From an optimization exercise on the open Yosys and OpenROAD flow, aimed at small area and a short achievable clock period; shortcuts taken in it are not production practice.
In this exercise RTL edits were held to simulation tests only and were not proved equivalent to the original.
No activity file was given, so power comes from the tool's default toggle rates.

// param_systolic_array
module param_systolic_array #(
  parameter int N      = sa_pkg::SA_N_DEF,
  parameter int DW     = sa_pkg::SA_DW_DEF,
  parameter int AW     = sa_pkg::sa_acc_width(N, DW),
  parameter bit SIGNED = 1'b0
) (
  input  logic            clk,
  input  logic            rst,
  input  logic            clear,
  input  logic            in_valid,
  output logic            in_ready,
  input  logic [N*DW-1:0] in_data,
  input  logic            w_valid,
  output logic            w_ready,
  input  logic [DW-1:0]   w_data,
  output logic            out_valid,
  output logic [N*AW-1:0] out_data,
  output sa_pkg::sa_state_e dbg_state
);
Settings: LEC_CHECK=0, CAP_MARGIN=20, CORE_MARGIN=2, CORE_UTILIZATION=35, SETUP_SLACK_MARGIN=5, SLEW_MARGIN=20, SYNTH_HIERARCHICAL=1; clock period 10.0 ns.
run.sh (not shown) runs the stock make flow with config.mk's settings and CLKGATE_MAP_FILE= SYNTH_SCRIPT=/design/flow/synth_recipe.tcl, a recipe that flattens the netlist after the stock synthesis.
The baseline produced a clean layout.
Change:
==> flow/flow/run.sh (new file) <==
#!/bin/bash
set -uo pipefail
bash standard.sh SETUP_SLACK_MARGIN=5.6 finish > standard_flow.log 2>&1
status=$?
tail -40 standard_flow.log
exit $status
==> flow/standard.sh (new file) <==
#!/bin/bash
# synth_recipe.tcl (not shown) runs the flow's synth.tcl, then flattens the netlist and writes it again
# the make line also repeats each setting of config.mk as NAME=value (left out here)
make -C /OpenROAD-flow-scripts/flow DESIGN_CONFIG=/design/flow/config.mk WORK_HOME=/design/flow/orfs CLKGATE_MAP_FILE= SYNTH_SCRIPT=/design/flow/synth_recipe.tcl "${@:-finish}"
Settings changed: SETUP_SLACK_MARGIN 5 to unset.
removed: flow/run.sh
- register-to-register slack improved by 140 ps
- sequential cell count is unchanged
- core utilization is higher by 0.39 points


param_systolic_array, a different RTL version from the one above (not shown whole).
Size: roughly 3800 cells after synthesis, roughly 150 I/O pins, about 57000 um^2 of cells after synthesis.
## param_systolic_array
module param_systolic_array #(
  parameter int N      = sa_pkg::SA_N_DEF,
  parameter int DW     = sa_pkg::SA_DW_DEF,
  parameter int AW     = sa_pkg::sa_acc_width(N, DW),
  parameter bit SIGNED = 1'b0
) (
  input  logic            clk,
  input  logic            rst,
  input  logic            clear,
  input  logic            in_valid,
  output logic            in_ready,
  input  logic [N*DW-1:0] in_data,
  input  logic            w_valid,
  output logic            w_ready,
  input  logic [DW-1:0]   w_data,
  output logic            out_valid,
  output logic [N*AW-1:0] out_data,
  output sa_pkg::sa_state_e dbg_state
);
  localparam int NW = 25;
  localparam int VS = 9;
  sa_pkg::sa_state_e state_q, state_d;
  logic [4:0]    cnt_q, cnt_d;
  logic [VS-1:0] valid_q;
  logic          wzero_q;    
  logic [7:0]    shadow_q [NW];
  logic [7:0]    active_q [NW];
  logic [39:0]   xd_q [7];
  logic [8:0]    x3_q [N];   
  logic          busy, take, in_fire, w_fire, commit;
  assign busy      = state_q[1];    
  assign in_ready  = ~busy & ~rst;
  assign w_ready   = ~busy & ~rst;
  assign take      = ~busy & ~clear;
  assign in_fire   = in_valid & take;
  assign w_fire    = w_valid & take;
  assign commit    = (state_q == sa_pkg::S_COMMIT);
  assign out_valid = valid_q[VS-1];
  assign dbg_state = state_q;
  always_comb begin
    state_d = state_q;
    cnt_d   = cnt_q;
    case (state_q)
      sa_pkg::S_IDLE, sa_pkg::S_LOAD: begin
        if (w_fire) begin
          if (cnt_q == 5'd24) begin
            state_d = sa_pkg::S_DRAIN;
            cnt_d   = 5'd0;
          end else begin
            state_d = sa_pkg::S_LOAD;
            cnt_d   = cnt_q + 5'd1;
          end
        end
      end
      sa_pkg::S_DRAIN:  if (valid_q == '0) state_d = sa_pkg::S_COMMIT;
      default:          state_d = sa_pkg::S_IDLE;
    endcase
  ...
==> flow/config.mk <==
export PLATFORM = sky130hd
export DESIGN_NAME = param_systolic_array
export DESIGN_NICKNAME = param_systolic_array
export VERILOG_FILES = /design/flow/design.v
export SDC_FILE = /design/flow/constraint.sdc
export NUM_CORES = 4
export LEC_CHECK = 0
export CAP_MARGIN = 20
export CELL_PAD_IN_SITES_DETAIL_PLACEMENT = 1
export CELL_PAD_IN_SITES_GLOBAL_PLACEMENT = 1
export CORE_MARGIN = 2
export CORE_UTILIZATION = 45
export CTS_BUF_LIST = sky130_fd_sc_hd__clkbuf_4 sky130_fd_sc_hd__clkbuf_8
export CTS_CLUSTER_DIAMETER = 60
export CTS_CLUSTER_SIZE = 12
export PLACE_DENSITY = 0.5
export SLEW_MARGIN = 20
export SYNTH_HIERARCHICAL = 1
==> flow/constraint.sdc <==
create_clock -name core_clock -period 10.0 [get_ports {clk}]
set_input_delay 2.0000 -clock core_clock [delete_from_list [all_inputs] [get_ports {clk}]]
set_output_delay 2.0000 -clock core_clock [all_outputs]
set_load 0.01 [all_outputs]
standard.sh (not shown) runs the stock make flow with config.mk's settings and CLKGATE_MAP_FILE= SYNTH_SCRIPT=/design/flow/synth_recipe.tcl, a recipe that flattens the netlist after the stock synthesis.
==> flow/flow/run.sh <==
#!/bin/bash
set -uo pipefail
bash standard.sh SETUP_SLACK_MARGIN=5.7 "BUFFER_PORTS_ARGS=-buffer_cell sky130_fd_sc_hd__buf_1" finish > standard_flow.log 2>&1
status=$?
tail -40 standard_flow.log
exit $status
Change:
==> flow/flow/run.sh (replaced) <==
#!/bin/bash
set -uo pipefail
bash standard.sh SETUP_SLACK_MARGIN=5.65 "BUFFER_PORTS_ARGS=-buffer_cell sky130_fd_sc_hd__buf_1" finish > standard_flow.log 2>&1
status=$?
tail -40 standard_flow.log
exit $status
Settings changed: CTS_CLUSTER_DIAMETER 60 to default, CTS_CLUSTER_SIZE 12 to default.
Result:
- The changed run completed without violations
- synthesized cell count does not change
- worst hold slack improved by 0.019 ns
- count of clock-buffer cells in the layout came out higher by 97
- cell count came out higher by 2.0%
- sequential power came out lower by about 1%
- die area stays the same
- area after synthesis does not change
- clock skew stays flat
- setup slack got worse by 0.019 ns
- wire length came out lower by 0.49%
- flip-flop and latch count does not change
Change:
==> flow/flow/run.sh (replaced) <==
#!/bin/bash
set -uo pipefail
bash standard.sh SETUP_SLACK_MARGIN=5.7 "BUFFER_PORTS_ARGS=-buffer_cell sky130_fd_sc_hd__buf_1" finish > standard_flow.log 2>&1
status=$?
tail -40 standard_flow.log
exit $status
Settings changed: CELL_PAD_IN_SITES_DETAIL_PLACEMENT 1 to default, CELL_PAD_IN_SITES_GLOBAL_PLACEMENT 1 to default, CORE_UTILIZATION 45 to 35, CTS_CLUSTER_DIAMETER from default to 60, CTS_CLUSTER_SIZE from default to 12, PLACE_DENSITY 0.5 to default.
Outcome: The new run completed without violations. Cell area falls slightly. Count of clock-buffer cells in the layout decreases by 84. Total power went down by a little under a tenth.

-- separate check: timing with driven ports --
The flow's constraints put no driver on any port. The routed layouts listed below were extracted and timed again, unchanged, in two steps.
Step 1: set_driving_cell puts a clkbuf_16 on clk and a buf_2 on each other input, an assumption about the parent block.
Step 2, shift: input delay + t, output delay - t, t = (earliest + latest rising clock arrival at the registers) / 2. This alone moves slack from input paths to output paths.
Three values: ideal, step 1, step 2; two values: the first two.
run | shift t [ns] | slack for setup (ns) | worst register clock-pin slew, ns | worst data-port slew with drivers (ns) | cell pins on the clock port's net
the first run of note 1 | 0.799 | 5.165 / 5.140 / 5.140 | 0.08 / 0.08 | 0.07 | 1
the second run of note 1 | 0.797 | 5.544 / 5.544 / 5.415 | 0.07 / 0.07 | 0.06 | 1
the first run of note 2 | 0.893 | 5.665 / 5.665 / 5.399 | 0.11 / 0.11 | 0.04 | 1
the second run of note 2 | 0.989 | 5.645 / 5.622 / 5.454 | 0.08 / 0.08 | 0.04 | 1
the third run of note 2 | 0.939 | 5.665 / 5.631 / 5.631 | 0.10 / 0.10 | 0.08 | 1
After both steps setup and hold are still met in every run listed. For the first run of note 2, which loses most, drivers alone change the setup slack by 0.000 ns; drivers and shift together by -0.266 ns.
